Background: an optimization exercise with open tools, aiming at small area. Do not read the settings as production practice.
Only simulation tests tie the RTL to the original design; equivalence was not proved.
No activity file was given, so power comes from the tool's default toggle rates.

<file path="flow/standard.sh">
#!/bin/bash
# synth_recipe.tcl (not shown) runs the flow's synth.tcl, then flattens the netlist and writes it again
# the make line also repeats each setting of config.mk as NAME=value (left out here)
make -C /OpenROAD-flow-scripts/flow DESIGN_CONFIG=/design/flow/config.mk WORK_HOME=/design/flow/orfs CLKGATE_MAP_FILE= SYNTH_SCRIPT=/design/flow/synth_recipe.tcl "${@:-finish}"
</file>
<file path="flow/constraint.sdc">
create_clock -name core_clock -period 7.0 [get_ports {clk}]
set_input_delay 1.4000 -clock core_clock [delete_from_list [all_inputs] [get_ports {clk}]]
set_output_delay 1.4000 -clock core_clock [all_outputs]
set_load 0.01 [all_outputs]
</file>
<file path="flow/design.v">
module ram_burst_ctrl #(
  parameter int DATA_W = 32,
  parameter int ADDR_W = 9,
  parameter int BURST  = 16
) (
  input  logic                       clk,
  input  logic                       rst,
  input  logic                       cmd_valid,
  output logic                       cmd_ready,
  input  logic                       cmd_we,
  input  logic [ADDR_W-1:0]          cmd_addr,
  input  logic [5:0]                 cmd_len,
  input  logic                       wr_valid,
  output logic                       wr_ready,
  input  logic [DATA_W-1:0]          wr_data,
  output logic                       rd_valid,
  input  logic                       rd_ready,
  output logic [DATA_W-1:0]          rd_data,
  output logic                       rd_last,
  output logic                       busy,
  output logic                       done,
  output logic                       err,
  output logic                       ram_we,
  output logic [ADDR_W-1:0]          ram_addr,
  output logic [$clog2(BURST)-1:0]   ram_cnt,
  output logic [DATA_W*BURST-1:0]    ram_wdata,
  input  logic [DATA_W*BURST-1:0]    ram_rdata
);
  localparam logic [2:0] S_IDLE   = 3'd0;
  localparam logic [2:0] S_WFILL  = 3'd1;
  localparam logic [2:0] S_WBURST = 3'd2;
  localparam logic [2:0] S_RISSUE = 3'd3;
  localparam logic [2:0] S_RWAIT  = 3'd4;
  localparam logic [2:0] S_RDRAIN = 3'd5;
  logic [2:0]        r_state;
  logic [ADDR_W:0]   r_addr;    
  logic [5:0]        r_left;    
  logic [3:0]        r_idx;     
  logic              r_ended;   
  logic              r_err;
  logic [DATA_W-1:0] r_wbuf [BURST-1];
  logic [DATA_W-1:0] r_wlast;
  function automatic logic [4:0] f_inc4(input logic [3:0] x, input logic ci);
    logic c;
    c = ci;
    for (int i = 0; i < 4; i++) begin
      f_inc4[i] = x[i] ^ c;
      c = c & x[i];
    end
    f_inc4[4] = c;
  endfunction
  function automatic logic [5:0] f_inc6(input logic [5:0] x, input logic ci);
    logic c;
    c = ci;
    for (int i = 0; i < 6; i++) begin
      f_inc6[i] = x[i] ^ c;
      c = c & x[i];
    end
  endfunction
  function automatic logic [5:0] f_dec6(input logic [5:0] x, input logic bi);
    logic b;
    b = bi;
    for (int i = 0; i < 6; i++) begin
      f_dec6[i] = x[i] ^ b;
      b = b & ~x[i];
    end
  endfunction
  logic w_idle, w_fill, w_drain, w_wburst, w_accept;
  logic w_wr_hs, w_rd_hs, w_hs, w_last, w_wdone, w_idx15, w_chunk_end;
  logic w_cmd_oor, w_cnt_clamp;
  logic [4:0]      w_lo_inc;
  logic [ADDR_W:0] w_addr_inc;
  logic [3:0]      w_cnt;
  assign w_idle      = (r_state == S_IDLE);
  assign w_fill      = (r_state == S_WFILL);
  assign w_drain     = (r_state == S_RDRAIN);
  assign w_wburst    = (r_state == S_WBURST);
  assign w_accept    = w_idle && cmd_valid;
  assign w_wr_hs     = w_fill && wr_valid;
  assign w_rd_hs     = w_drain && rd_ready;
  assign w_hs        = w_wr_hs || w_rd_hs;
  assign w_last      = (r_left == '0);
  assign w_wdone     = r_left[5] && r_left[4];
  assign w_idx15     = (r_idx == 4'd15);
  assign w_chunk_end = w_idx15 || w_last;
  assign w_lo_inc   = f_inc4(r_addr[3:0], w_rd_hs);
  assign w_addr_inc = {f_inc6(r_addr[ADDR_W:4], w_lo_inc[4] | r_ended), w_lo_inc[3:0]};
  always_comb begin
    logic c;
    c = 1'b0;
    for (int i = 0; i < 6; i++) c = (cmd_addr[i] & cmd_len[i]) | (c & (cmd_addr[i] | cmd_len[i]));
    w_cmd_oor = c & (&cmd_addr[8:6]);
  end
  always_ff @(posedge clk) begin
    if (rst) begin
      r_state <= S_IDLE;
      r_ended <= 1'b0;
      r_err   <= 1'b0;
    end else begin
      r_ended <= w_wburst || (w_rd_hs && w_last);
      case (r_state)
        S_IDLE: begin
          if (cmd_valid) begin
            r_err   <= w_cmd_oor;
            r_state <= cmd_we ? S_WFILL : S_RISSUE;
          end
        end
        S_WFILL:  if (wr_valid && w_chunk_end) r_state <= S_WBURST;
        S_WBURST: begin
          r_state <= w_wdone ? S_IDLE : S_WFILL;
        end
        S_RISSUE: r_state <= S_RWAIT;
        S_RWAIT:  r_state <= S_RDRAIN;
        S_RDRAIN: begin
          if (rd_ready) begin
            if (w_last) begin
              r_state <= S_IDLE;
            end else if (w_idx15) begin
              r_state <= S_RISSUE;
            end
          end
        end
        default: r_state <= S_IDLE;
      endcase
    end
  end
  always_ff @(posedge clk) begin
    r_addr <= w_accept ? {1'b0, cmd_addr} : w_addr_inc;
    r_left <= w_accept ? cmd_len : f_dec6(r_left, w_hs);
    r_idx  <= w_accept ? 4'd0 : f_inc4(r_idx, w_hs);
  end
  generate
    for (genvar gi = 0; gi < BURST - 1; gi++) begin : g_word
      always_ff @(posedge clk)
        if (w_wr_hs && (r_idx == gi)) r_wbuf[gi] <= wr_data;
      assign ram_wdata[gi*DATA_W +: DATA_W] = r_wbuf[gi];
    end
  endgenerate
  always_ff @(posedge clk) r_wlast <= wr_data;
  assign ram_wdata[(BURST-1)*DATA_W +: DATA_W] = r_wlast;
  assign w_cnt = r_idx - 1'b1;
  always_comb begin
    logic c;
    c = 1'b0;
    for (int i = 0; i < 4; i++) c = (r_addr[i] & w_cnt[i]) | (c & (r_addr[i] | w_cnt[i]));
    w_cnt_clamp = c & (&r_addr[ADDR_W-1:4]);
  end
  assign cmd_ready = w_idle;
  assign busy      = !w_idle;
  assign wr_ready  = w_fill;
  assign rd_valid  = w_drain;
  assign rd_data   = r_addr[ADDR_W] ? '0 : ram_rdata[DATA_W-1:0];
  assign rd_last   = w_last;
  assign done      = w_idle && r_ended;
  assign err       = r_err;
  assign ram_we    = w_wburst && !r_addr[ADDR_W];
  assign ram_addr  = w_addr_inc[ADDR_W-1:0];
  assign ram_cnt   = w_cnt_clamp ? ~r_addr[3:0] : w_cnt;
endmodule
</file>
<file path="flow/config.mk">
export PLATFORM = sky130hd
export DESIGN_NAME = ram_burst_ctrl
export DESIGN_NICKNAME = ram_burst_ctrl
export VERILOG_FILES = /design/flow/design.v
export SDC_FILE = /design/flow/constraint.sdc
export NUM_CORES = 4
export LEC_CHECK = 0
export CAP_MARGIN = 10
export CORE_AREA = 4 4 246 246
export DIE_AREA = 0 0 250 250
export PLACE_DENSITY = 0.8
export SLEW_MARGIN = 10
</file>
<file path="flow/flow/run.sh">
#!/bin/bash
# Standard layout, with the port buffers made from the smallest buffer cell and a leaner clock tree.
set -e
export BUFFER_PORTS_ARGS="-buffer_cell sky130_fd_sc_hd__buf_1"
export PLACE_PINS_ARGS="-min_distance 1 -min_distance_in_tracks"
export REMOVE_ABC_BUFFERS=1
export CTS_ARGS="-sink_clustering_enable -repair_clock_nets -dont_use_dummy_load -buf_list sky130_fd_sc_hd__clkbuf_16 -sink_clustering_size 30 -sink_clustering_max_diameter 110"
bash standard.sh > standard.log 2>&1
</file>
==> results of run 1 <==
## worst reg2reg max path: stages (launching register included)
cell and delay (ns):
sky130_fd_sc_hd__dfxtp_1 0.44, sky130_fd_sc_hd__inv_1 0.16, sky130_fd_sc_hd__and3_1 0.25, sky130_fd_sc_hd__and2_1 0.20
sky130_fd_sc_hd__ha_1 0.18, sky130_fd_sc_hd__ha_1 0.18, sky130_fd_sc_hd__ha_1 0.18, sky130_fd_sc_hd__ha_1 0.16
sky130_fd_sc_hd__or2_2 0.30, sky130_fd_sc_hd__ha_1 0.18, sky130_fd_sc_hd__ha_1 0.18, sky130_fd_sc_hd__ha_1 0.19
sky130_fd_sc_hd__ha_1 0.19, sky130_fd_sc_hd__ha_1 0.32, sky130_fd_sc_hd__nand2_1 0.07, sky130_fd_sc_hd__nand2_1 0.06
## layout make-up
class | instances | area (um^2)
Fill cell | 5292 | 36800
Tap cell | 765 | 957
Antenna cell | 1 | 2.50
Timing Repair Buffer | 665 | 2560
Clock buffer | 23 | 576
Inverter | 15 | 57.6
Sequential cell | 537 | 15600
Multi-Input combinational cell | 202 | 1350
## worst max-delay path by stage
stage	from	endpoint	slack, ns	cells after the start
finish	rd_ready	ram_addr[8]	1.60	13
global route	rd_ready	ram_addr[8]	1.54	13
CTS	rd_ready	ram_addr[8]	1.61	13
detailed placement	rd_ready	ram_addr[8]	1.61	13
global placement	rd_ready	ram_addr[8]	1.67	13
floorplan	rd_ready	ram_addr[8]	2.09	11
## placed cells by master (no fill, tap or decap), types with 11 or more instances in the layout
cell type / count
sky130_fd_sc_hd__edfxtp_1: 480
sky130_fd_sc_hd__nand2_1: 42
sky130_fd_sc_hd__dfxtp_1: 56
sky130_fd_sc_hd__inv_1: 14
sky130_fd_sc_hd__nor2_4: 11
sky130_fd_sc_hd__buf_1: 649
sky130_fd_sc_hd__ha_1: 22
sky130_fd_sc_hd__a21oi_1: 12
sky130_fd_sc_hd__nor2b_1: 33
sky130_fd_sc_hd__nor2_1: 22
sky130_fd_sc_hd__buf_4: 16
sky130_fd_sc_hd__clkbuf_16: 23
## cell families after synthesis
| family | after synthesis | synth area share (%) |
|---|---|---|
| simple gates | 138 | 4.00 |
| fa+ha+maj | 23 | 1.68 |
| buf+inv | 34 | 1.02 |
| compound gates | 35 | 1.34 |
| flops | 537 | 91.6 |
| xor+xnor | 4 | 0.206 |
| mux | 2 | 0.118 |
## state kept, by name, indices dropped and copies added, names as in the netlist
name,cells
r_idx,4
r_left,6
r_wbuf,480
r_addr,10
r_ended,1
r_err,1
r_state,3
r_wlast,32
## per-stage QoR
| stage | instances | worst slack [ns] | hold slack [ns] | cell area [um^2] |
|---|---|---|---|---|
| 2_1_floorplan | 754 | 2.09 | 0.503 | 16900 |
| 3_3_place_gp | 2184 | 1.67 | 0.543 | 20500 |
| 3_5_place_dp | 2184 | 1.61 | 0.541 | 20500 |
| 4_1_cts | 2207 | 1.61 | 0.562 | 21100 |
| 5_1_grt | 2207 | 1.54 | 0.571 | 21100 |
| 6_report | 2208 | 1.60 | 0.569 | 21100 |
## metal layers
layer / global-route usage (%) / part of all wire [%]
met1: 20.6 / 36
met2: 24.4 / 43
met3: 6.34 / 16
met4: 6.42 / 4.6
met5: 0 / 0
## power by group through the flow
stage               combinational [mW]  clock, mW  sequential [mW]
floorplan                        0.214          0             3.71
global placement                 0.431          0             3.70
detailed placement               0.443          0             3.70
CTS                              0.446       1.49             3.63
global route                     0.489       1.63             3.64
finish                           0.451       1.46             3.63
==> summary.txt, run 1 <==
Pwr
  – Switching Share: 22.3%
  – Static Leak: 6.61 nW
  – Total internal power: 4.30 mW
  – Combinational power share: 8.1%
  – Switching power of the nets: 1.24 mW
  – Overall power consumption: 5.54 mW
  – Pwr/cell area: 263 mW/mm^2
  – Relative contribution of sequential cells to total power: 65.5%
  – Largest vdd supply drop: 221 uV
  – Part of the power in the clock network: 26.3%

Timing
  – Share of the cycle needed by the critical path after routing: 77.1%
  – RSZ-0062 raised after global routing: no
  – Hold Fails Final Rpt: 0
  – Transition time at the pin with the least slew margin: 0.983 ns
  – Clock period minus worst slack: 5.40 ns
  – Maximum frequency from static timing analysis: 0.185 GHz
  – Total count of max-transition violations in the final report: 0
  – Final setup fails: 0
  – Final-layout setup total negative slack: 0 ns
  – Worst relative slew slack: 34.5%
  – Post-Route Skew: 0.0640 ns

Clock network
  – Clock-pin transition on the worst setup and hold timing paths: 0.12 ns
  – Post-CTS Setup Inserts: 0
  – Clock tree from TritonCTS: yes
  – Num CTS Buffers: 23
  – Root buffer cell: sky130_fd_sc_hd__clkbuf_16
  – Worst-case clock buffer depth: 3
  – Clock insertion delay at the later pin of the skew report: 0.58 ns
  – Maximum level of the CTS H-tree: 1
  – Number of cells upsized or downsized after cts: 0
  – # clock sinks: 537
  – Number of hold-repair buffers added at the cts stage: 0

Yosys
  – Async SR Flop Fraction: 0%
  – Largest area contributor in the netlist: sky130_fd_sc_hd__edfxtp_1
  – Cell area after synthesis: 0.0170 mm^2
  – Syn Inst Count: 773
  – Total of flip-flops plus latches after synthesis: 537
  – Dominant cell by count in the synthesized netlist: sky130_fd_sc_hd__edfxtp_1
  – Dominant cells by area after synthesis: sky130_fd_sc_hd__edfxtp_1 (85%), sky130_fd_sc_hd__dfxtp_1 (6.7%), sky130_fd_sc_hd__ha_1 (1.6%)
  – Top-area cell type share of the netlist area: 84.9%
  – Syn. warnings: 2
  – Most numerous cell types in the synthesized netlist: sky130_fd_sc_hd__edfxtp_1 (480), sky130_fd_sc_hd__dfxtp_1 (57), sky130_fd_sc_hd__nand2_1 (42), sky130_fd_sc_hd__nor2_1 (33), sky130_fd_sc_hd__nor2b_1 (33)
  – Part of the Yosys area used for sequential elements: 91.6%
  – Count of unique library cells instantiated by Yosys: 45
  – Commonest register cell after synthesis: sky130_fd_sc_hd__edfxtp_1
  – Mean instance size in the synthesized netlist: 22.0 um^2
  – Number of enable-type register cells in the synthesized netlist: 480

Cells and area
  – Final Util: 36.4%
  – Nets: 2031
  – Layout cells sized above 1: 4.30%
  – Area growth from synthesis to layout: 24.0%

Placement
  – Detail Placement HPWL: 35.7 mm
  – RePlAce Congestion: 0.948
  – Quantity of I/O buffers inserted on ports: 649

Worst setup path
  – Worst reg2reg startpoint: r_state[1]
  – Crit path max-delay cell type: sky130_fd_sc_hd__ha_1
  – Top delay family on crit path: adder cells
  – Critical Path Sink Type: primary output
  – Data required time of the critical path: 5.60 ns
  – Type of the worst setup path: input port to primary output
  – Crit-path most repeated cell: sky130_fd_sc_hd__ha_1
  – Flop2flop setup slack: 3.71 ns
  – Endpoint of the worst register-to-register path: r_addr[8]
  – Top fanout value on the critical path: 3
  – Depth of the worst register-to-register path: 15
  – Kind of start point of the critical path: input port
  – Worst Path Buf+Inv: 2
  – Worst path cell trace: buf_1 -> and2_1 -> ha_1 -> ha_1 -> ha_1 -> ha_1 -> or2_2 -> ha_1 -> ha_1 -> ha_1 -> ha_1 -> ha_1 -> buf_1
  – Data arrival, critical path: 4.00 ns
  – Peak per-stage delay on the critical path: 0.32 ns

Worst hold path
  – Path category of the worst min-delay check: register to register
  – Critical hold path startpoint: r_err
  – Cell count of the worst hold path: 3
  – Worst Hold Path EP: r_err

Drt
  – 1st-pass router iterations: 5
  – Count of vias placed by the detailed router: 10400
  – Routed wire per std cell: 24.2 um
  – Drt first-iter violations: 1079
  – Final routed DRC violation total: 0
  – Average vias per placed instance: 4.71
  – Number of nets still failing antenna checks after routing: 0
  – Drt total wl: 53.5 mm

Floorplan
  – Die Width: 250 um
  – Die Height: 250 um
  – Placement Rows: 88
  – Overall die area: 0.0625 mm^2
  – Core Region: 0.0578 mm^2
  – Initial core utilization: 29.4%
  – Ports: 1130

GRT
  – Vias in the first global route: 10000
  – Pin count of the biggest net entering global routing: 35
  – Initial antenna violation count: 0
  – Aggregate global routing overflow: 0
  – Overall Global Routing Usage: 16.0%
  – Wire length of the first global-routing pass: 73.7 mm

Job
  – Maximum capacitance violations: 0

Status
  – Status: finished clean
==> run 2, diff against run 1 <==
--- a/flow/config.mk
+++ b/flow/config.mk
@@ -8,5 +8,4 @@
 export CAP_MARGIN = 10
-export CORE_AREA = 4 4 246 246
-export DIE_AREA = 0 0 250 250
-export PLACE_DENSITY = 0.8
+export CORE_AREA = 4 4 216 216
+export DIE_AREA = 0 0 220 220
 export SLEW_MARGIN = 10
==> run 2 against run 1 <==
Against the previous run: cell count decreased by 7.6%; clock power about the same; die area fell by 23%; setup slack got worse by 0.0066 ns; clock skew rose by 0.0076 ns; wire length rose by 5.4%; count of clock-buffer cells in the layout down 1; highest routed layer unchanged.
==> summary.txt, run 2 <==
Status
  – Status: finished clean

Clock network
  – # clock sinks: 537 (unchanged)
  – Maximum level of the CTS H-tree: 1 (unchanged)
  – Post-CTS Setup Inserts: 0 (unchanged)
  – Root buffer cell: sky130_fd_sc_hd__clkbuf_16
  – Clock-pin transition on the worst setup and hold timing paths: 0.11 ns (about the same)
  – Worst-case clock buffer depth: 3 (unchanged)
  – Clock insertion delay at the later pin of the skew report: 0.57 ns (about the same)
  – Num CTS Buffers: 22 (-4.3%)
  – Number of hold-repair buffers added at the cts stage: 0 (unchanged)
  – Clock tree from TritonCTS: yes
  – Number of cells upsized or downsized after cts: 0 (unchanged)

Yosys
  – Syn. warnings: 2 (unchanged)
  – Count of unique library cells instantiated by Yosys: 45 (unchanged)
  – Part of the Yosys area used for sequential elements: 91.6% (unchanged)
  – Dominant cell by count in the synthesized netlist: sky130_fd_sc_hd__edfxtp_1
  – Cell area after synthesis: 0.0170 mm^2 (unchanged)
  – Commonest register cell after synthesis: sky130_fd_sc_hd__edfxtp_1
  – Largest area contributor in the netlist: sky130_fd_sc_hd__edfxtp_1
  – Syn Inst Count: 773 (unchanged)
  – Most numerous cell types in the synthesized netlist: sky130_fd_sc_hd__edfxtp_1 (480), sky130_fd_sc_hd__dfxtp_1 (57), sky130_fd_sc_hd__nand2_1 (42), sky130_fd_sc_hd__nor2_1 (33), sky130_fd_sc_hd__nor2b_1 (33)
  – Async SR Flop Fraction: 0% (unchanged)
  – Total of flip-flops plus latches after synthesis: 537 (unchanged)
  – Number of enable-type register cells in the synthesized netlist: 480 (unchanged)
  – Top-area cell type share of the netlist area: 84.9% (unchanged)
  – Dominant cells by area after synthesis: sky130_fd_sc_hd__edfxtp_1 (85%), sky130_fd_sc_hd__dfxtp_1 (6.7%), sky130_fd_sc_hd__ha_1 (1.6%)
  – Mean instance size in the synthesized netlist: 22.0 um^2 (unchanged)

Placement
  – RePlAce Congestion: 0.941 (-0.70%)
  – Placed instance count: 2012 (-7.9%)
  – Quantity of I/O buffers inserted on ports: 649 (unchanged)
  – Detail Placement HPWL: 40.0 mm (+12%)

Timing
  – Transition time at the pin with the least slew margin: 1.06 ns (+0.0749 ns)
  – RSZ-0062 raised after global routing: no
  – Final-layout setup total negative slack: 0 ns (unchanged)
  – Final setup fails: 0 (unchanged)
  – Hold_ws: 0.565 ns (-0.00370 ns)
  – Hold Fails Final Rpt: 0 (unchanged)
  – Maximum frequency from static timing analysis: 0.185 GHz (-0.12%)
  – Total count of max-transition violations in the final report: 0 (unchanged)
  – Clock period minus worst slack: 5.41 ns (+0.00662 ns)
  – Post-Route Skew: 0.0716 ns (+0.00756 ns)
  – Share of the cycle needed by the critical path after routing: 77.2% (+0.095 points)
  – Worst relative slew slack: 29.5% (-5.0 points)

Job
  – Maximum capacitance violations: 0 (unchanged)

Drt
  – Routed wire per std cell: 27.6 um (+14%)
  – Count of vias placed by the detailed router: 10100 (-2.9%)
  – Number of nets still failing antenna checks after routing: 0 (unchanged)
  – Drt first-iter violations: 858 (-20%)
  – Drt total wl: 56.4 mm (+5.4%)
  – 1st-pass router iterations: 5 (unchanged)
  – Final routed DRC violation total: 0 (unchanged)
  – Average vias per placed instance: 4.95 (+5.1%)

Worst hold path
  – Critical hold path startpoint: r_err
  – Worst Hold Path EP: r_err
  – Path category of the worst min-delay check: register to register
  – Cell count of the worst hold path: 3 (unchanged)

GRT
  – Overall Global Routing Usage: 21.7% (+5.7 points)
  – Aggregate global routing overflow: 0 (unchanged)
  – Initial antenna violation count: 7 (+7)
  – Vias in the first global route: 9497 (-5.5%)
  – Wire length of the first global-routing pass: 73.4 mm (-0.45%)
  – Pin count of the biggest net entering global routing: 35 (unchanged)

Floorplan
  – Placement Rows: 77 (-13%)
  – Die Width: 220 um (-12%)
  – Initial core utilization: 38.3% (+8.9 points)
  – Die Height: 220 um (-12%)
  – Core Region: 0.0443 mm^2 (-23%)
  – Ports: 1130 (unchanged)
  – Overall die area: 0.0484 mm^2 (-23%)

Worst setup path
  – Top delay family on crit path: adder cells
  – CP startpoint: rd_ready
  – Data arrival, critical path: 4.01 ns (about the same)
  – Top fanout value on the critical path: 3 (unchanged)
  – Crit-path most repeated cell: sky130_fd_sc_hd__ha_1
  – Peak per-stage delay on the critical path: 0.30 ns (-0.02 ns)
  – Kind of start point of the critical path: input port
  – Data required time of the critical path: 5.60 ns (about the same)
  – Flop2flop setup slack: 3.59 ns (-0.12 ns)
  – Depth of the worst register-to-register path: 15 (unchanged)
  – Crit path max-delay cell type: sky130_fd_sc_hd__or2_2
  – Worst reg2reg startpoint: r_state[1]
  – Type of the worst setup path: input port to primary output
  – Worst path cell trace: buf_1 -> and2_1 -> ha_1 -> ha_1 -> ha_1 -> ha_1 -> or2_2 -> ha_1 -> ha_1 -> ha_1 -> ha_1 -> ha_1 -> buf_1
  – Critical Path Sink Type: primary output
  – Worst Path Buf+Inv: 2 (unchanged)
  – Endpoint of the worst register-to-register path: r_addr[8]

Pwr
  – Static Leak: 6.61 nW (-0.10%)
  – Overall power consumption: 5.54 mW (-0.11%)
  – Largest vdd supply drop: 159 uV (-28%)
  – Pwr/cell area: 266 mW/mm^2 (+0.96%)

Cells and area
  – Commonest cells after routing, fill and taps aside: sky130_fd_sc_hd__buf_1 (649), sky130_fd_sc_hd__edfxtp_1 (480), sky130_fd_sc_hd__dfxtp_1 (57)
  – Largest reg by FF count: r_wbuf
  – Largest registers: r_wbuf (480), r_wlast (32), r_addr (10)
  – Number of flip-flops in the largest register: 480 (unchanged)
  – Count of placed standard cells in the final layout, fillers left out: 2040 (-7.6%)
  – Area growth from synthesis to layout: 22.7%
  – Layout cells sized above 1: 4.23% (-0.069 points)
  – Final Util: 47.0% (+11 points)
  – Leading cell type in the layout, fill and taps excluded: sky130_fd_sc_hd__buf_1
  – Nets: 2031 (unchanged)
-- run 2: cell count changes in the layout (fill, tap and decap cells not counted) --
cell / change
sky130_fd_sc_hd__diode_2: +5
sky130_fd_sc_hd__clkbuf_16: -1
sky130_fd_sc_hd__buf_4: +1
sky130_fd_sc_hd__dfxtp_1: +1
sky130_fd_sc_hd__dfxtp_2: -1
-- run 2: metrics by stage --
step	instance area, um^2	setup slack [ns]
after floorplan	16900	2.09
after global placement	20300	1.63
after detailed placement	20300	1.61
after CTS	20800	1.61
after global routing	20800	1.46
final	20800	1.59
-- run 2: logic make-up (layout without fill, tap and decap cells) --
group / after synthesis / count (layout) / synth area share (%)
AOI/OAI and AO/OA: 35 / 35 / 1.34
xor gates and xnor gates: 4 / 4 / 0.206
adders and majority gates: 23 / 23 / 1.68
buffers and inverters: 34 / 703 / 1.02
DFF: 537 / 537 / 91.6
muxes: 2 / 2 / 0.118
other: 0 / 6 / 0
and+or+nand+nor: 138 / 138 / 4.00
-- run 2: how the worst max path moves through the flow --
| stage | to | slack [ns] | depth (start not counted) |
|---|---|---|---|
| 6_report | ram_addr[8] | 1.59 | 13 |
| 5_1_grt | ram_addr[8] | 1.46 | 14 |
| 4_1_cts | ram_addr[8] | 1.61 | 13 |
| 3_5_place_dp | ram_addr[8] | 1.61 | 13 |
| 3_3_place_gp | ram_addr[8] | 1.63 | 13 |
| 2_1_floorplan | ram_addr[8] | 2.09 | 11 |
-- run 2: final cells by class --
type	count	area, um^2
diodes	6	15.0
well taps	592	741
multi-input cells	202	1350
fillers	3929	23500
flip-flops and latches	537	15600
repair buffers	666	2560
clock buffers	22	551
inverters	15	57.6
-- run 2: worst reg2reg max path: cells and delay by family, from the launching register on --
kind	cells	cell delay, ns
buffers and inverters	1	0.15
adders and majority gates	9	1.75
DFF	1	0.47
and+or+nand+nor	5	0.90
-- run 2: power by group --
group          internal, mW  switching, mW
clock                 0.567          0.874
sequential             3.58         0.0499
combinational         0.136          0.330
total                  4.28           1.25
-- run 2: routing by layer --
layer  up-vias  routed length (um)  track usage (%)
li1       4238                   -                -
met1      4876               20000             25.9
met2       840               24200             32.2
met3       134                8530             10.6
met4         0                3630             11.9
met5         -                   0                0
==> run 3, diff against run 2 <==
--- a/flow/config.mk
+++ b/flow/config.mk
@@ -7,5 +7,5 @@
 export LEC_CHECK = 0
-export CAP_MARGIN = 10
+export CAP_MARGIN = 0
 export CORE_AREA = 4 4 216 216
 export DIE_AREA = 0 0 220 220
-export SLEW_MARGIN = 10
+export SLEW_MARGIN = 0
==> run 3 against run 2 <==
Against the previous run: still clean on timing, DRC and antenna; first-iteration DRC count is the same; wire length is the same; sequential power is essentially flat; sequential share of layout area is the same; utilization is the same; via count is the same; power is the same; synthesized cell count is the same; combinational power is essentially flat; non-clock buffer count is the same; worst hold slack is the same; cell count is the same; critical path type unchanged; critical endpoint unchanged; highest routed layer unchanged.
==> summary.txt, run 3 <==
Yosys
  – Count of unique library cells instantiated by Yosys: 45 (unchanged)
  – Syn. warnings: 2 (unchanged)
  – Syn Inst Count: 773 (unchanged)
  – Largest area contributor in the netlist: sky130_fd_sc_hd__edfxtp_1
  – Dominant cell by count in the synthesized netlist: sky130_fd_sc_hd__edfxtp_1
  – Number of enable-type register cells in the synthesized netlist: 480 (unchanged)
  – Dominant cells by area after synthesis: sky130_fd_sc_hd__edfxtp_1 (85%), sky130_fd_sc_hd__dfxtp_1 (6.7%), sky130_fd_sc_hd__ha_1 (1.6%)
  – Mean instance size in the synthesized netlist: 22.0 um^2 (unchanged)
  – Most numerous cell types in the synthesized netlist: sky130_fd_sc_hd__edfxtp_1 (480), sky130_fd_sc_hd__dfxtp_1 (57), sky130_fd_sc_hd__nand2_1 (42), sky130_fd_sc_hd__nor2_1 (33), sky130_fd_sc_hd__nor2b_1 (33)
  – Commonest register cell after synthesis: sky130_fd_sc_hd__edfxtp_1
  – Total of flip-flops plus latches after synthesis: 537 (unchanged)
  – Part of the Yosys area used for sequential elements: 91.6% (unchanged)
  – Top-area cell type share of the netlist area: 84.9% (unchanged)
  – Async SR Flop Fraction: 0% (unchanged)
  – Cell area after synthesis: 0.0170 mm^2 (unchanged)

Cells and area
  – Number of flip-flops in the largest register: 480 (unchanged)
  – Area growth from synthesis to layout: 22.7% (unchanged)
  – Total area of multi-input combinational cells: 0.00135 mm^2 (unchanged)
  – Count of placed standard cells in the final layout, fillers left out: 2040 (unchanged)
  – Final Util: 47.0% (unchanged)
  – Leading cell type in the layout, fill and taps excluded: sky130_fd_sc_hd__buf_1
  – Largest reg by FF count: r_wbuf
  – Commonest cells after routing, fill and taps aside: sky130_fd_sc_hd__buf_1 (649), sky130_fd_sc_hd__edfxtp_1 (480), sky130_fd_sc_hd__dfxtp_1 (57)
  – Nets: 2031 (unchanged)
  – Register area: 0.0156 mm^2 (unchanged)
  – Layout cells sized above 1: 4.23% (unchanged)
  – Largest registers: r_wbuf (480), r_wlast (32), r_addr (10)
  – Filler cells: 3929 (unchanged)

Timing
  – Share of the cycle needed by the critical path after routing: 77.2% (unchanged)
  – Final-layout setup total negative slack: 0 ns (unchanged)
  – Total count of max-transition violations in the final report: 0 (unchanged)
  – RSZ-0062 raised after global routing: no
  – Final worst slack: 1.59 ns (unchanged)
  – Final setup fails: 0 (unchanged)
  – Hold Fails Final Rpt: 0 (unchanged)
  – Worst relative slew slack: 29.5% (unchanged)
  – Maximum frequency from static timing analysis: 0.185 GHz (unchanged)
  – Transition time at the pin with the least slew margin: 1.06 ns (unchanged)
  – Post-Route Skew: 0.0716 ns (unchanged)
  – Clock period minus worst slack: 5.41 ns (unchanged)

Floorplan
  – Ports: 1130 (unchanged)
  – Core Region: 0.0443 mm^2 (unchanged)
  – Initial core utilization: 38.3% (unchanged)
  – Overall die area: 0.0484 mm^2 (unchanged)
  – Die Width: 220 um (unchanged)
  – Placement Rows: 77 (unchanged)
  – Die Height: 220 um (unchanged)

Clock network
  – Post-CTS Setup Inserts: 0 (unchanged)
  – # clock sinks: 537 (unchanged)
  – Root buffer cell: sky130_fd_sc_hd__clkbuf_16
  – Number of hold-repair buffers added at the cts stage: 0 (unchanged)
  – Clock insertion delay at the later pin of the skew report: 0.57 ns (about the same)
  – Number of cells upsized or downsized after cts: 0 (unchanged)
  – Clock tree from TritonCTS: yes
  – Maximum level of the CTS H-tree: 1 (unchanged)
  – Num CTS Buffers: 22 (unchanged)
  – Clock-pin transition on the worst setup and hold timing paths: 0.11 ns (about the same)
  – Worst-case clock buffer depth: 3 (unchanged)

Worst setup path
  – Top delay family on crit path: adder cells
  – Top fanout value on the critical path: 3 (unchanged)
  – Crit path max-delay cell type: sky130_fd_sc_hd__or2_2
  – Kind of start point of the critical path: input port
  – Peak per-stage delay on the critical path: 0.30 ns (about the same)
  – Data required time of the critical path: 5.60 ns (about the same)
  – Critical Path Sink Type: primary output
  – Data arrival, critical path: 4.01 ns (about the same)
  – Worst path cell trace: buf_1 -> and2_1 -> ha_1 -> ha_1 -> ha_1 -> ha_1 -> or2_2 -> ha_1 -> ha_1 -> ha_1 -> ha_1 -> ha_1 -> buf_1
  – Crit-path most repeated cell: sky130_fd_sc_hd__ha_1
  – Type of the worst setup path: input port to primary output
  – Worst Path Buf+Inv: 2 (unchanged)

Placement
  – Detail Placement HPWL: 40.0 mm (unchanged)
  – Placed instance count: 2012 (unchanged)
  – Quantity of I/O buffers inserted on ports: 649 (unchanged)
  – RePlAce Congestion: 0.941 (unchanged)
  – Setup slack after placement: 1.61 ns (unchanged)

Drt
  – 1st-pass router iterations: 5 (unchanged)
  – Count of vias placed by the detailed router: 10100 (unchanged)
  – Number of nets still failing antenna checks after routing: 0 (unchanged)
  – Final routed DRC violation total: 0 (unchanged)
  – Drt total wl: 56.4 mm (unchanged)
  – Drt first-iter violations: 858 (unchanged)
  – Average vias per placed instance: 4.95 (unchanged)
  – Routed wire per std cell: 27.6 um (unchanged)

GRT
  – Aggregate global routing overflow: 0 (unchanged)
  – Pin count of the biggest net entering global routing: 35 (unchanged)
  – Vias in the first global route: 9497 (unchanged)
  – Initial antenna violation count: 7 (unchanged)
  – Overall Global Routing Usage: 21.7% (unchanged)
  – Wire length of the first global-routing pass: 73.4 mm (unchanged)

Pwr
  – Pwr/cell area: 266 mW/mm^2 (unchanged)
  – Part of the power in the clock network: 26.0% (about the same)
  – Relative contribution of sequential cells to total power: 65.5% (about the same)
  – Largest vdd supply drop: 159 uV (unchanged)
  – Overall power consumption: 5.54 mW (unchanged)
  – Total internal power: 4.28 mW (unchanged)
  – Static Leak: 6.61 nW (unchanged)
  – Switching Share: 22.7% (unchanged)
  – Switching power of the nets: 1.25 mW (unchanged)
  – Combinational power share: 8.4% (about the same)

Job
  – Maximum capacitance violations: 0 (unchanged)

Worst hold path
  – Path category of the worst min-delay check: register to register

Status
  – Status: finished clean
[run 3: cell counts after synthesis]
No cell type changed its count.
[run 3: cell families (layout without fill, tap and decap cells)]
kind of cell    Yosys count  in the layout  share of synthesized area [%]
compound gates           35             35                           1.34
other cells               0              6                              0
mux                       2              2                          0.118
flops                   537            537                           91.6
simple gates            138            138                           4.00
fa+ha+maj                23             23                           1.68
buf+inv                  34            703                           1.02
xor+xnor                  4              4                          0.206
[run 3: power groups by stage]
stage | Clock, mW | Combinational, mW | Sequential (mW)
after floorplan | 0 | 0.214 | 3.71
after global placement | 0 | 0.455 | 3.70
after detailed placement | 0 | 0.459 | 3.70
after CTS | 1.48 | 0.462 | 3.63
after global routing | 1.61 | 0.508 | 3.64
final | 1.44 | 0.467 | 3.63
[run 3: final timing paths]
check | slack [ns] | from | endpoint | cells after the start
setup reg to reg | 3.59 | r_state[1] | r_addr[8] | 15
hold reg to reg | 0.57 | r_err | r_err | 3
setup / recovery | 1.59 | rd_ready | ram_addr[8] | 13
hold / removal | 0.57 | r_err | r_err | 3
[run 3: stage by stage]
stage          cell area, um^2  hold slack (ns)
3_5_place_dp             20300            0.544
6_report                 20800            0.565
5_1_grt                  20800            0.601
2_1_floorplan            16900            0.503
4_1_cts                  20800            0.563
3_3_place_gp             20300            0.535
[run 3: metal layers]
layer	global-route usage (%)	share of wire [%]
met1	25.9	35
met2	32.2	43
met3	10.6	15
met4	11.9	6.4
met5	0	0
[run 3: worst register-to-register path: stages, from the launching register on]
cell,delay (ns)
sky130_fd_sc_hd__dfxtp_1,0.47
sky130_fd_sc_hd__inv_1,0.15
sky130_fd_sc_hd__and3_1,0.24
sky130_fd_sc_hd__and2_1,0.22
sky130_fd_sc_hd__ha_1,0.20
sky130_fd_sc_hd__ha_1,0.18
sky130_fd_sc_hd__ha_1,0.18
sky130_fd_sc_hd__ha_1,0.17
sky130_fd_sc_hd__or2_2,0.30
sky130_fd_sc_hd__ha_1,0.18
sky130_fd_sc_hd__ha_1,0.19
sky130_fd_sc_hd__ha_1,0.18
sky130_fd_sc_hd__ha_1,0.18
sky130_fd_sc_hd__ha_1,0.29
sky130_fd_sc_hd__nand2_1,0.07
sky130_fd_sc_hd__nand2_1,0.07
[run 3: layout make-up]
cell class / instances / share of cell area (%)
flip-flops and latches: 537 / 74.7
well taps: 592 / 3.56
multi-input cells: 202 / 6.48
clock buffers: 22 / 2.64
inverters: 15 / 0.276
diodes: 6 / 0.0721
repair buffers: 666 / 12.3
==> run 4, diff against run 3 <==
--- a/flow/config.mk
+++ b/flow/config.mk
@@ -10,2 +10,3 @@
 export DIE_AREA = 0 0 220 220
+export GPL_TIMING_DRIVEN = 0
 export SLEW_MARGIN = 0
==> run 4 against run 3 <==
Against the previous run: sequential power barely moved; sequential cell count did not move; global-route usage fell by 0.41 points; clock power barely moved; power rose by 0.17%; register-to-register slack improved by 0.09 ns.
==> summary.txt, run 4 <==
Worst setup path
  – Data arrival, critical path: 3.98 ns (-0.03 ns)
  – Flop2flop setup slack: 3.68 ns (+0.09 ns)
  – Worst Path Buf+Inv: 2 (unchanged)
  – Depth of the worst register-to-register path: 15 (unchanged)
  – Worst reg2reg startpoint: r_state[1]
  – Type of the worst setup path: input port to primary output
  – Critical Path Sink Type: primary output
  – Worst path cell trace: buf_1 -> and2_1 -> ha_1 -> ha_1 -> ha_1 -> ha_1 -> or2_2 -> ha_1 -> ha_1 -> ha_1 -> ha_1 -> ha_1 -> buf_1
  – Top fanout value on the critical path: 3 (unchanged)
  – Endpoint of the worst register-to-register path: r_addr[8]
  – Peak per-stage delay on the critical path: 0.31 ns (about the same)
  – Top delay family on crit path: adder cells
  – Crit path max-delay cell type: sky130_fd_sc_hd__ha_1
  – Kind of start point of the critical path: input port
  – Crit-path most repeated cell: sky130_fd_sc_hd__ha_1
  – Data required time of the critical path: 5.60 ns (about the same)

Drt
  – Routed wire per std cell: 27.0 um (-2.2%)
  – Final routed DRC violation total: 0 (unchanged)
  – Average vias per placed instance: 4.99 (+0.91%)
  – Drt first-iter violations: 1037 (+21%)
  – Count of vias placed by the detailed router: 10200 (+1.5%)
  – Drt total wl: 55.5 mm (-1.6%)
  – 1st-pass router iterations: 6 (+1)
  – Number of nets still failing antenna checks after routing: 0 (unchanged)

GRT
  – Pin count of the biggest net entering global routing: 35 (unchanged)
  – Initial antenna violation count: 6 (-1)
  – Vias in the first global route: 9394 (-1.1%)
  – Wire length of the first global-routing pass: 72.3 mm (-1.4%)
  – Aggregate global routing overflow: 0 (unchanged)
  – Overall Global Routing Usage: 21.3% (-0.41 points)

Yosys
  – Number of enable-type register cells in the synthesized netlist: 480 (unchanged)
  – Async SR Flop Fraction: 0% (unchanged)
  – Commonest register cell after synthesis: sky130_fd_sc_hd__edfxtp_1
  – Count of unique library cells instantiated by Yosys: 45 (unchanged)
  – Part of the Yosys area used for sequential elements: 91.6% (unchanged)
  – Cell area after synthesis: 0.0170 mm^2 (unchanged)
  – Most numerous cell types in the synthesized netlist: sky130_fd_sc_hd__edfxtp_1 (480), sky130_fd_sc_hd__dfxtp_1 (57), sky130_fd_sc_hd__nand2_1 (42), sky130_fd_sc_hd__nor2_1 (33), sky130_fd_sc_hd__nor2b_1 (33)
  – Total of flip-flops plus latches after synthesis: 537 (unchanged)
  – Syn Inst Count: 773 (unchanged)
  – Dominant cells by area after synthesis: sky130_fd_sc_hd__edfxtp_1 (85%), sky130_fd_sc_hd__dfxtp_1 (6.7%), sky130_fd_sc_hd__ha_1 (1.6%)
  – Largest area contributor in the netlist: sky130_fd_sc_hd__edfxtp_1
  – Syn. warnings: 2 (unchanged)
  – Dominant cell by count in the synthesized netlist: sky130_fd_sc_hd__edfxtp_1
  – Top-area cell type share of the netlist area: 84.9% (unchanged)
  – Mean instance size in the synthesized netlist: 22.0 um^2 (unchanged)

Worst hold path
  – Path category of the worst min-delay check: register to register
  – Critical hold path startpoint: r_err
  – Cell count of the worst hold path: 3 (unchanged)
  – Worst Hold Path EP: r_err

Floorplan
  – Core Region: 0.0443 mm^2 (unchanged)
  – Overall die area: 0.0484 mm^2 (unchanged)
  – Die Width: 220 um (unchanged)
  – Initial core utilization: 38.3% (unchanged)
  – Ports: 1130 (unchanged)
  – Die Height: 220 um (unchanged)
  – Placement Rows: 77 (unchanged)

Timing
  – Clock period minus worst slack: 5.38 ns (-0.0238 ns)
  – Share of the cycle needed by the critical path after routing: 76.9% (-0.34 points)
  – RSZ-0062 raised after global routing: no
  – Worst relative slew slack: 19.1% (-10 points)
  – Post-Route Skew: 0.0329 ns (-0.0387 ns)
  – Total count of max-transition violations in the final report: 0 (unchanged)
  – Transition time at the pin with the least slew margin: 1.21 ns (+0.154 ns)
  – Hold Fails Final Rpt: 0 (unchanged)
  – Final-layout setup total negative slack: 0 ns (unchanged)
  – Final setup fails: 0 (unchanged)
  – Maximum frequency from static timing analysis: 0.186 GHz (+0.44%)

Clock network
  – Post-CTS Setup Inserts: 0 (unchanged)
  – Number of hold-repair buffers added at the cts stage: 0 (unchanged)
  – Clock-pin transition on the worst setup and hold timing paths: 0.12 ns (about the same)
  – Clock insertion delay at the later pin of the skew report: 0.54 ns (-0.03 ns)
  – Clock tree from TritonCTS: yes
  – # clock sinks: 537 (unchanged)
  – Num CTS Buffers: 22 (unchanged)
  – Number of cells upsized or downsized after cts: 0 (unchanged)
  – Root buffer cell: sky130_fd_sc_hd__clkbuf_16
  – Maximum level of the CTS H-tree: 1 (unchanged)
  – Worst-case clock buffer depth: 3 (unchanged)

Pwr
  – Static Leak: 6.73 nW (+1.9%)
  – Pwr/cell area: 262 mW/mm^2 (-1.4%)
  – Largest vdd supply drop: 198 uV (+24%)

Placement
  – Quantity of I/O buffers inserted on ports: 649 (unchanged)
  – Detail Placement HPWL: 42.0 mm (+5.0%)
  – RePlAce Congestion: 0.978 (+3.9%)

Cells and area
  – Layout cells sized above 1: 5.02% (+0.79 points)
  – Nets: 2043 (+0.59%)
  – Area growth from synthesis to layout: 24.7%
  – Filler cells: 3826 (-2.6%)
  – Number of flip-flops in the largest register: 480 (unchanged)
  – Commonest cells after routing, fill and taps aside: sky130_fd_sc_hd__buf_1 (649), sky130_fd_sc_hd__edfxtp_1 (480), sky130_fd_sc_hd__dfxtp_1 (57)
  – Final Util: 47.8% (+0.75 points)
  – Largest reg by FF count: r_wbuf
  – Largest registers: r_wbuf (480), r_wlast (32), r_addr (10)
  – Leading cell type in the layout, fill and taps excluded: sky130_fd_sc_hd__buf_1

Status
  – Status: finished clean

Job
  – Maximum capacitance violations: 0 (unchanged)
## run 4: changes by cell type in the layout (fill, tap and decap cells not counted), sizes merged
cell / delta
buf: +12
## run 4: per-stage QoR
step / area [um^2] / total power, mW / setup WS (ns) / instances / hold WS [ns]
final: 21200 / 5.54 / 1.62 / 2052 / 0.573
after global routing: 21200 / 5.77 / 1.51 / 2052 / 0.579
after CTS: 21200 / 5.58 / 1.62 / 2046 / 0.562
after detailed placement: 20600 / 4.18 / 1.62 / 2024 / 0.536
after global placement: 20000 / 4.15 / -1.47 / 1995 / 0.537
after floorplan: 16900 / 3.93 / 2.09 / 754 / 0.503
## run 4: cells by family (layout without fill, tap and decap cells)
group	after synthesis	after routing	share of synthesized area, %
adders and majority gates	23	23	1.68
and+or+nand+nor	138	138	4.00
xor gates and xnor gates	4	4	0.206
muxes	2	2	0.118
DFF	537	537	91.6
AOI/OAI and AO/OA	35	35	1.34
buffers and inverters	34	715	1.02
other	0	6	0
## run 4: worst register-to-register path: stages (launching register included)
cell,delay [ns]
sky130_fd_sc_hd__dfxtp_1,0.46
sky130_fd_sc_hd__inv_1,0.15
sky130_fd_sc_hd__and3_1,0.24
sky130_fd_sc_hd__and2_1,0.21
sky130_fd_sc_hd__ha_1,0.19
sky130_fd_sc_hd__ha_1,0.17
sky130_fd_sc_hd__ha_1,0.18
sky130_fd_sc_hd__ha_1,0.18
sky130_fd_sc_hd__or2_2,0.30
sky130_fd_sc_hd__ha_1,0.19
sky130_fd_sc_hd__ha_1,0.18
sky130_fd_sc_hd__ha_1,0.19
sky130_fd_sc_hd__ha_1,0.18
sky130_fd_sc_hd__ha_1,0.30
sky130_fd_sc_hd__nand2_1,0.07
sky130_fd_sc_hd__nand2_1,0.06
## run 4: final cells by class
class	count	area, um^2	area share, %
diodes	6	15.0	0.0709
clock buffers	22	551	2.60
inverters	15	57.6	0.272
multi-input cells	202	1350	6.38
flip-flops and latches	537	15600	73.5
well taps	592	741	3.50
repair buffers	678	2900	13.7
## run 4: metal layers
layer	part of all wire (%)	vias up	GRT usage (%)
met3	14	155	9.24
met4	6.8	2	11.7
li1	-	4261	-
met1	36	5007	26.5
met5	0.12	-	1.04
met2	43	815	31.2
## run 4: worst max-delay path by stage
stage	start	to	slack [ns]	cells past startpoint
final	rd_ready	ram_addr[8]	1.62	13
after detailed placement	rd_ready	ram_addr[8]	1.62	13
after floorplan	rd_ready	ram_addr[8]	2.09	11
after CTS	rd_ready	ram_addr[8]	1.62	13
after global placement	wr_valid	r_wbuf[0][18]	-1.47	5
after global routing	rd_ready	ram_addr[8]	1.51	13
## run 4: where the power goes
group | internal [mW] | switching (mW)
registers | 3.58 | 0.0506
clock network | 0.568 | 0.872
logic | 0.149 | 0.329
==> run 5, diff against run 4 <==
--- a/flow/config.mk
+++ b/flow/config.mk
@@ -7,6 +7,5 @@
 export LEC_CHECK = 0
-export CAP_MARGIN = 0
-export CORE_AREA = 4 4 216 216
-export DIE_AREA = 0 0 220 220
-export GPL_TIMING_DRIVEN = 0
-export SLEW_MARGIN = 0
+export CAP_MARGIN = 10
+export CORE_AREA = 4 4 246 246
+export DIE_AREA = 0 0 250 250
+export SLEW_MARGIN = 10
==> run 5 against run 4 <==
Against the previous run: still clean on timing, DRC and antenna; synthesized cell count did not move; die area rose by 29%; non-clock buffer count fell by 13; worst hold slack barely moved; clock power barely moved; fmax rose by 0.41%; combinational power fell by 5.0%; sequential power barely moved; critical path type unchanged.
==> summary.txt, run 5 <==
Status
  – Status: finished clean

Job
  – Maximum capacitance violations: 0 (unchanged)

GRT
  – Pin count of the biggest net entering global routing: 35 (unchanged)
  – Wire length of the first global-routing pass: 72.3 mm (about the same)
  – Initial antenna violation count: 0 (-6)
  – Aggregate global routing overflow: 0 (unchanged)
  – Vias in the first global route: 9630 (+2.5%)
  – Overall Global Routing Usage: 15.8% (-5.5 points)

Floorplan
  – Ports: 1130 (unchanged)
  – Die Width: 250 um (+14%)
  – Placement Rows: 88 (+14%)
  – Die Height: 250 um (+14%)
  – Initial core utilization: 29.4% (-8.9 points)
  – Overall die area: 0.0625 mm^2 (+29%)
  – Core Region: 0.0578 mm^2 (+30%)

Pwr
  – Switching power of the nets: 1.25 mW (-0.43%)
  – Largest vdd supply drop: 233 uV (+18%)
  – Switching Share: 22.4% (-0.12 points)
  – Static Leak: 6.61 nW (-1.7%)
  – Pwr/cell area: 264 mW/mm^2 (+0.63%)
  – Combinational power share: 8.2% (-0.4 points)
  – Part of the power in the clock network: 26.4% (+0.4 points)
  – Total internal power: 4.30 mW (+0.24%)
  – Relative contribution of sequential cells to total power: 65.4% (about the same)

Yosys
  – Dominant cell by count in the synthesized netlist: sky130_fd_sc_hd__edfxtp_1
  – Dominant cells by area after synthesis: sky130_fd_sc_hd__edfxtp_1 (85%), sky130_fd_sc_hd__dfxtp_1 (6.7%), sky130_fd_sc_hd__ha_1 (1.6%)
  – Number of enable-type register cells in the synthesized netlist: 480 (unchanged)
  – Simple-gate share of the synthesized area: 4.00% (unchanged)
  – Syn. warnings: 2 (unchanged)
  – Cell area after synthesis: 0.0170 mm^2 (unchanged)
  – Dominant combinational cell family by area after synthesis: simple AND/OR/NAND/NOR gates
  – Share of the synthesized area in compound gates (AO/OA/AOI/OAI): 1.34% (unchanged)
  – Mean instance size in the synthesized netlist: 22.0 um^2 (unchanged)
  – Multiplexer share of the synthesized area: 0.118% (unchanged)
  – Total of flip-flops plus latches after synthesis: 537 (unchanged)
  – Top-area cell type share of the netlist area: 84.9% (unchanged)
  – Commonest register cell after synthesis: sky130_fd_sc_hd__edfxtp_1
  – Count of unique library cells instantiated by Yosys: 45 (unchanged)
  – Syn Inst Count: 773 (unchanged)
  – Async SR Flop Fraction: 0% (unchanged)
  – Most numerous cell types in the synthesized netlist: sky130_fd_sc_hd__edfxtp_1 (480), sky130_fd_sc_hd__dfxtp_1 (57), sky130_fd_sc_hd__nand2_1 (42), sky130_fd_sc_hd__nor2_1 (33), sky130_fd_sc_hd__nor2b_1 (33)
  – Synthesized-area fraction occupied by xor and xnor cells: 0.206% (unchanged)
  – Adder-cell share of the synthesized area: 1.68% (unchanged)
  – Part of the Yosys area used for sequential elements: 91.6% (unchanged)
  – Largest area contributor in the netlist: sky130_fd_sc_hd__edfxtp_1

Cells and area
  – Register area: 0.0156 mm^2 (about the same)
  – Nets: 2031 (-0.59%)
  – Filler cells: 5484 (+43%)
  – Commonest cells after routing, fill and taps aside: sky130_fd_sc_hd__buf_1 (649), sky130_fd_sc_hd__edfxtp_1 (480), sky130_fd_sc_hd__dfxtp_1 (56)
  – Total area of multi-input combinational cells: 0.00135 mm^2 (unchanged)
  – Largest registers: r_wbuf (480), r_wlast (32), r_addr (10)
  – Count of placed standard cells in the final layout, fillers left out: 2207 (+7.6%)
  – Leading cell type in the layout, fill and taps excluded: sky130_fd_sc_hd__buf_1
  – Total inserted antenna cells: 0 (-6)
  – Largest reg by FF count: r_wbuf
  – Area growth from synthesis to layout: 24.0%
  – Layout cells sized above 1: 4.30% (-0.72 points)
  – Final design area excluding fillers: 0.0211 mm^2 (-0.54%)
  – Number of flip-flops in the largest register: 480 (unchanged)

Clock network
  – Worst-case clock buffer depth: 3 (unchanged)
  – # clock sinks: 537 (unchanged)
  – Clock-pin transition on the worst setup and hold timing paths: 0.11 ns (about the same)
  – Post-CTS Setup Inserts: 0 (unchanged)
  – Number of cells upsized or downsized after cts: 0 (unchanged)
  – Clock insertion delay at the later pin of the skew report: 0.58 ns (+0.04 ns)
  – Number of hold-repair buffers added at the cts stage: 0 (unchanged)
  – Clock tree from TritonCTS: yes
  – Num CTS Buffers: 23 (+4.5%)
  – Root buffer cell: sky130_fd_sc_hd__clkbuf_16
  – Maximum level of the CTS H-tree: 1 (unchanged)

Drt
  – Routed wire per std cell: 24.0 um (-11%)
  – Average vias per placed instance: 4.53 (-9.2%)
  – Drt total wl: 52.9 mm (-4.7%)
  – Count of vias placed by the detailed router: 10000 (-2.3%)
  – Final routed DRC violation total: 0 (unchanged)
  – Number of nets still failing antenna checks after routing: 0 (unchanged)
  – Drt first-iter violations: 1014 (-2.2%)
  – 1st-pass router iterations: 6 (unchanged)

Worst setup path
  – Data required time of the critical path: 5.60 ns (about the same)
  – Critical Path Sink Type: primary output
  – Top fanout value on the critical path: 3 (unchanged)
  – Depth of the worst register-to-register path: 5 (-10)
  – Kind of start point of the critical path: input port
  – Data arrival, critical path: 3.96 ns (-0.02 ns)
  – Type of the worst setup path: input port to primary output

Timing
  – RSZ-0062 raised after global routing: no
  – Worst relative slew slack: 18.9% (-0.23 points)
  – Final setup fails: 0 (unchanged)
  – Post-Route Skew: 0.0463 ns (+0.0134 ns)
  – Share of the cycle needed by the critical path after routing: 76.6% (-0.31 points)
  – Total count of max-transition violations in the final report: 0 (unchanged)
  – Hold Fails Final Rpt: 0 (unchanged)
  – Hold_ws: 0.573 ns (+0.000186 ns)
  – Maximum frequency from static timing analysis: 0.187 GHz (+0.41%)
  – Transition time at the pin with the least slew margin: 1.21 ns (-0.00146 ns)
  – Clock period minus worst slack: 5.36 ns (-0.0219 ns)
  – Final-layout setup total negative slack: 0 ns (unchanged)
  – Final worst slack: 1.64 ns (+0.0219 ns)

Worst hold path
  – Cell count of the worst hold path: 3 (unchanged)
  – Path category of the worst min-delay check: register to register

Placement
  – Placed instance count: 2184 (+7.9%)
  – Placed instance area: 0.0205 mm^2 (-0.61%)
  – RePlAce Congestion: 0.894 (-8.6%)
  – Detail Placement HPWL: 37.1 mm (-12%)
  – Quantity of I/O buffers inserted on ports: 649 (unchanged)
  – Setup slack after placement: 1.62 ns (+0.00142 ns)
[run 5: cell counts after synthesis]
No cell type changed its count.
[run 5: final timing paths]
path / startpoint / end / slack [ns]
max: rd_ready / ram_addr[8] / 1.64
min: r_err / r_err / 0.57
max reg2reg: r_state[0] / r_wbuf[2][31] / 3.53
min reg2reg: r_err / r_err / 0.57
[run 5: power by group through the flow]
stage          clock network, mW  registers, mW  logic [mW]
2_1_floorplan                  0           3.71       0.214
3_5_place_dp                   0           3.70       0.448
4_1_cts                     1.51           3.63       0.451
5_1_grt                     1.63           3.64       0.497
6_report                    1.47           3.63       0.453
3_3_place_gp                   0           3.70       0.439
[run 5: logic make-up (layout without fill, tap and decap cells)]
group | after synthesis | after routing
multiplexers | 2 | 2
XOR/XNOR | 4 | 4
adder cells (fa/ha/maj) | 23 | 23
AO/OA/AOI/OAI | 35 | 35
buffers and inverters | 34 | 703
AND/OR/NAND/NOR | 138 | 138
flip-flops | 537 | 537
[run 5: worst max-delay path, stage by stage]
cell                     delay [ns]
sky130_fd_sc_hd__buf_1         0.12
sky130_fd_sc_hd__and2_1        0.18
sky130_fd_sc_hd__ha_1          0.19
sky130_fd_sc_hd__ha_1          0.19
sky130_fd_sc_hd__ha_1          0.18
sky130_fd_sc_hd__ha_1          0.17
sky130_fd_sc_hd__or2_2         0.31
sky130_fd_sc_hd__ha_1          0.19
sky130_fd_sc_hd__ha_1          0.18
sky130_fd_sc_hd__ha_1          0.18
sky130_fd_sc_hd__ha_1          0.18
sky130_fd_sc_hd__ha_1          0.30
sky130_fd_sc_hd__buf_1         0.22
[run 5: stage by stage]
stage          total power [mW]  utilization, %
3_3_place_gp               4.14            35.4
2_1_floorplan              3.93               -
3_5_place_dp               4.15            35.4
5_1_grt                    5.77            36.4
4_1_cts                    5.59            36.4
6_report                   5.55            36.4
[run 5: per-layer routing]
metal,global-route usage (%),share of wire [%],up-vias
met3,7.88,17,99
met4,5.04,3.7,0
li1,-,-,4226
met5,0,0,-
met1,21.1,39,4790
met2,22.6,41,888
[run 5: cell type report]
class	count	share of cell area, %
Clock buffer	23	2.73
Inverter	15	0.273
Multi-Input combinational cell	202	6.41
Sequential cell	537	73.9
Tap cell	765	4.55
Timing Repair Buffer	665	12.1
==> run 6, diff against run 5 <==
--- a/flow/design.v
+++ b/flow/design.v
@@ -90,3 +90,3 @@
     c = 1'b0;
-    for (int i = 0; i < 6; i++) c = (cmd_addr[i] & cmd_len[i]) | (c & (cmd_addr[i] | cmd_len[i]));
+    for (int i = 0; i < 6; i++) c = (cmd_addr[i] & cmd_len[i]) | (c & cmd_addr[i]) | (c & cmd_len[i]);
     w_cmd_oor = c & (&cmd_addr[8:6]);
@@ -140,3 +140,4 @@
   assign ram_wdata[(BURST-1)*DATA_W +: DATA_W] = r_wlast;
-  assign w_cnt = r_idx - 1'b1;
+  assign w_cnt = {r_idx[3] ^ ~(r_idx[2] | r_idx[1] | r_idx[0]), r_idx[2] ^ ~(r_idx[1] | r_idx[0]),
+                  ~(r_idx[1] ^ r_idx[0]), ~r_idx[0]};
   always_comb begin
--- a/flow/flow/run.sh
+++ b/flow/flow/run.sh
@@ -6,2 +6,3 @@
 export REMOVE_ABC_BUFFERS=1
+export RECOVER_POWER=100
 export CTS_ARGS="-sink_clustering_enable -repair_clock_nets -dont_use_dummy_load -buf_list sky130_fd_sc_hd__clkbuf_16 -sink_clustering_size 30 -sink_clustering_max_diameter 110"
--- a/flow/config.mk
+++ b/flow/config.mk
@@ -8,4 +8,4 @@
 export CAP_MARGIN = 10
-export CORE_AREA = 4 4 246 246
-export DIE_AREA = 0 0 250 250
+export CORE_AREA = 4 4 216 216
+export DIE_AREA = 0 0 220 220
 export SLEW_MARGIN = 10
==> run 6 against run 5 <==
Against the previous run: the layout now fails its checks (max-capacitance violations, max-slew violations); global-route usage up 5.1 points; non-clock buffer count is the same; first-iteration DRC count fell by 5.5%; largest cell class unchanged; highest routed layer unchanged.
==> summary.txt, run 6 <==
Worst setup path
  – Crit-path most repeated cell: sky130_fd_sc_hd__ha_1
  – Flop2flop setup slack: 2.42 ns (-1.11 ns)
  – Type of the worst setup path: input port to primary output
  – Worst Path Buf+Inv: 2 (unchanged)
  – Crit path max-delay cell type: sky130_fd_sc_hd__ha_1
  – Data arrival, critical path: 3.95 ns (about the same)
  – Endpoint of the worst register-to-register path: r_wbuf[0][21]
  – Peak per-stage delay on the critical path: 0.29 ns (-0.02 ns)
  – Critical path depth: 13 (unchanged)
  – Kind of start point of the critical path: input port
  – Top delay family on crit path: adder cells
  – CP startpoint: rd_ready
  – Data required time of the critical path: 5.60 ns (about the same)
  – Depth of the worst register-to-register path: 5 (unchanged)
  – Worst reg2reg startpoint: r_state[0]
  – Critical Path Sink Type: primary output
  – Crit path capture: ram_addr[8]
  – Top fanout value on the critical path: 5 (+2)
  – Worst path cell trace: buf_1 -> and2_0 -> ha_1 -> ha_1 -> ha_1 -> ha_1 -> or2_2 -> ha_1 -> ha_1 -> ha_1 -> ha_1 -> ha_1 -> buf_1

GRT
  – Wire length of the first global-routing pass: 71.3 mm (-1.4%)
  – Aggregate global routing overflow: 0 (unchanged)
  – Initial antenna violation count: 6 (+6)
  – Vias in the first global route: 9381 (-2.6%)
  – Overall Global Routing Usage: 20.9% (+5.1 points)
  – Pin count of the biggest net entering global routing: 35 (unchanged)

Pwr
  – Static Leak: 6.42 nW (-2.9%)
  – Pwr/cell area: 267 mW/mm^2 (+1.2%)
  – Largest vdd supply drop: 167 uV (-28%)
  – Overall power consumption: 5.49 mW (-1.1%)

Clock network
  – Root buffer cell: sky130_fd_sc_hd__clkbuf_16
  – Clock tree from TritonCTS: yes
  – Clock-pin transition on the worst setup and hold timing paths: 0.09 ns (-0.02 ns)
  – Maximum level of the CTS H-tree: 1 (unchanged)
  – Post-CTS Setup Inserts: 0 (unchanged)
  – Worst-case clock buffer depth: 3 (unchanged)
  – Num CTS Buffers: 22 (-4.3%)
  – Clock insertion delay at the later pin of the skew report: 0.58 ns (about the same)
  – # clock sinks: 537 (unchanged)
  – Number of cells upsized or downsized after cts: 0 (unchanged)
  – Number of hold-repair buffers added at the cts stage: 0 (unchanged)

Yosys
  – Count of unique library cells instantiated by Yosys: 42 (-6.7%)
  – Dominant cell by count in the synthesized netlist: sky130_fd_sc_hd__edfxtp_1
  – Number of enable-type register cells in the synthesized netlist: 480 (unchanged)
  – Total of flip-flops plus latches after synthesis: 537 (unchanged)
  – Multiplexer share of the synthesized area: 0.777% (+0.66 points)
  – Part of the Yosys area used for sequential elements: 92.0% (+0.38 points)
  – Cell area after synthesis: 0.0169 mm^2 (-0.41%)
  – Dominant cells by area after synthesis: sky130_fd_sc_hd__edfxtp_1 (85%), sky130_fd_sc_hd__dfxtp_1 (6.7%), sky130_fd_sc_hd__ha_1 (1.6%)
  – Async SR Flop Fraction: 0% (unchanged)
  – Syn Inst Count: 732 (-5.3%)
  – Commonest register cell after synthesis: sky130_fd_sc_hd__edfxtp_1
  – Synthesized-area fraction occupied by xor and xnor cells: 0.259% (+0.053 points)
  – Adder-cell share of the synthesized area: 1.61% (-0.067 points)
  – Syn. warnings: 2 (unchanged)
  – Largest area contributor in the netlist: sky130_fd_sc_hd__edfxtp_1
  – Simple-gate share of the synthesized area: 3.06% (-0.95 points)
  – Mean instance size in the synthesized netlist: 23.1 um^2 (+5.2%)
  – Top-area cell type share of the netlist area: 85.3% (+0.35 points)
  – Share of the synthesized area in compound gates (AO/OA/AOI/OAI): 1.35% (+0.0056 points)
  – Most numerous cell types in the synthesized netlist: sky130_fd_sc_hd__edfxtp_1 (480), sky130_fd_sc_hd__dfxtp_1 (57), sky130_fd_sc_hd__nor2b_1 (33), sky130_fd_sc_hd__nor2_1 (23), sky130_fd_sc_hd__ha_1 (21)
  – Dominant combinational cell family by area after synthesis: simple AND/OR/NAND/NOR gates

Timing
  – Total count of max-transition violations in the final report: 442 (+442)
  – Final-layout setup total negative slack: 0 ns (unchanged)
  – Maximum frequency from static timing analysis: 0.187 GHz (+0.15%)
  – Clock period minus worst slack: 5.35 ns (-0.00783 ns)
  – Post-Route Skew: 0.0760 ns (+0.0298 ns)
  – Worst relative slew slack: -98.1% (-120 points)
  – Final setup fails: 0 (unchanged)
  – Share of the cycle needed by the critical path after routing: 76.5% (-0.11 points)
  – RSZ-0062 raised after global routing: no
  – Hold Fails Final Rpt: 0 (unchanged)
  – Transition time at the pin with the least slew margin: 2.97 ns (+1.76 ns)
  – Hold_ws: 0.522 ns (-0.0513 ns)

Drt
  – Drt total wl: 54.8 mm (+3.6%)
  – Drt first-iter violations: 958 (-5.5%)
  – Average vias per placed instance: 4.96 (+9.5%)
  – Routed wire per std cell: 27.4 um (+14%)
  – Number of nets still failing antenna checks after routing: 0 (unchanged)
  – Final routed DRC violation total: 0 (unchanged)
  – Count of vias placed by the detailed router: 9912 (-0.91%)
  – 1st-pass router iterations: 5 (-1)

Floorplan
  – Ports: 1130 (unchanged)
  – Die Height: 220 um (-12%)
  – Die Width: 220 um (-12%)
  – Overall die area: 0.0484 mm^2 (-23%)
  – Core Region: 0.0443 mm^2 (-23%)
  – Initial core utilization: 38.1% (+8.8 points)
  – Placement Rows: 77 (-13%)

Cells and area
  – Largest registers: r_wbuf (480), r_wlast (32), r_addr (10)
  – Commonest cells after routing, fill and taps aside: sky130_fd_sc_hd__buf_1 (602), sky130_fd_sc_hd__edfxtp_1 (480), sky130_fd_sc_hd__clkbuf_1 (63)
  – Filler cells: 3851 (-30%)
  – Area growth from synthesis to layout: 21.7%
  – Largest reg by FF count: r_wbuf
  – Layout cells sized above 1: 2.64% (-1.7 points)
  – Number of flip-flops in the largest register: 480 (unchanged)
  – Nets: 1989 (-2.1%)
  – Leading cell type in the layout, fill and taps excluded: sky130_fd_sc_hd__buf_1

Worst hold path
  – Path category of the worst min-delay check: register to register

Job
  – Maximum capacitance violations: 18 (+18)

Status
  – Status: finished with violations
  – Violated Checks: max-capacitance violations, max-slew violations

Placement
  – Quantity of I/O buffers inserted on ports: 649 (unchanged)
  – Detail Placement HPWL: 37.8 mm (+1.8%)
  – RePlAce Congestion: 0.911 (+1.9%)
## run 6: routing by layer
| layer | wire [um] | global-route usage (%) |
|---|---|---|
| met3 | 8110 | 9.27 |
| met1 | 19800 | 25.9 |
| met4 | 4180 | 13.5 |
| met5 | 0 | 0 |
| met2 | 22700 | 29.8 |
## run 6: worst min-delay path by stage
stage	from	end	slack, ns	cells after the start
3_3_place_gp	r_err	r_err	0.47	2
3_5_place_dp	r_err	r_err	0.50	2
5_1_grt	r_err	r_err	0.55	2
4_1_cts	r_err	r_err	0.51	2
2_1_floorplan	r_err	r_err	0.51	2
6_report	r_err	r_err	0.52	2
## run 6: cell families (layout without fill, tap and decap cells)
group                      Yosys count  count (layout)
buffers and inverters               31             700
other                                0               5
DFF                                537             537
muxes                               12              12
xor gates and xnor gates             5               5
adders and majority gates           22              22
AOI/OAI and AO/OA                   34              34
and+or+nand+nor                     91              91
## run 6: power breakdown
group	internal [mW]	switching (mW)
sequential	3.58	0.0486
combinational	0.132	0.283
clock	0.568	0.882
## run 6: cell type report
| class | count | area, um^2 | area share [%] |
|---|---|---|---|
| flip-flops and latches | 537 | 15600 | 75.6 |
| multi-input cells | 164 | 1170 | 5.68 |
| repair buffers | 665 | 2500 | 12.1 |
| inverters | 13 | 48.8 | 0.237 |
| well taps | 592 | 741 | 3.60 |
| clock buffers | 22 | 551 | 2.68 |
| diodes | 5 | 12.5 | 0.0608 |
## run 6: tightest hold or removal path: cells and delay by family (launching register included)
family             cells  cell delay (ns)
DFF                    1             0.33
and+or+nand+nor        1             0.09
AOI/OAI and AO/OA      1             0.06
## run 6: metrics by stage
step | cells | instance area, um^2 | setup WS, ns | util [%]
floorplan | 714 | 16800 | 2.13 | -
global placement | 1971 | 20200 | 1.68 | 45.6
detailed placement | 1971 | 20200 | 1.65 | 45.6
CTS | 1993 | 20700 | 1.64 | 46.8
global route | 1998 | 20600 | 1.51 | 46.4
finish | 1998 | 20600 | 1.65 | 46.4

[static timing again, ports no longer ideal]
In the flow no input, the clock included, has a driving cell. The finished layouts below were timed again as built, in two steps. Step 1 assumes that a clkbuf_16 drives the clock port and a buf_2 every other input. Step 2 also shifts input and output timing later by t, the mid clock arrival at the registers, as if the neighbouring blocks saw the same clock. Slacks: no drivers / after step 1 / after step 2; pairs: no drivers / after step 1.
| run | t (ns) | setup WS [ns] | worst setup path after step 2 | worst register clock-pin slew, ns | worst data-port slew with drivers (ns) |
|---|---|---|---|---|---|
| run 1 | 0.582 | 1.600 / 1.568 / 1.568 | input to output | 0.12 / 0.12 | 0.08 |
| run 2 | 0.590 | 1.593 / 1.563 / 1.563 | input to output | 0.11 / 0.11 | 0.14 |
| run 3 | 0.590 | 1.593 / 1.563 / 1.563 | input to output | 0.11 / 0.11 | 0.14 |
| run 4 | 0.589 | 1.617 / 1.581 / 1.581 | input to output | 0.12 / 0.12 | 0.15 |
| run 5 | 0.596 | 1.639 / 1.604 / 1.604 | input to output | 0.11 / 0.11 | 0.06 |
| run 6 | 0.590 | 1.646 / 1.609 / 1.555 | input to register | 0.11 / 0.11 | 0.14 |
For run 6, which loses most, drivers alone change the setup slack by -0.037 ns; drivers and shift together by -0.091 ns.
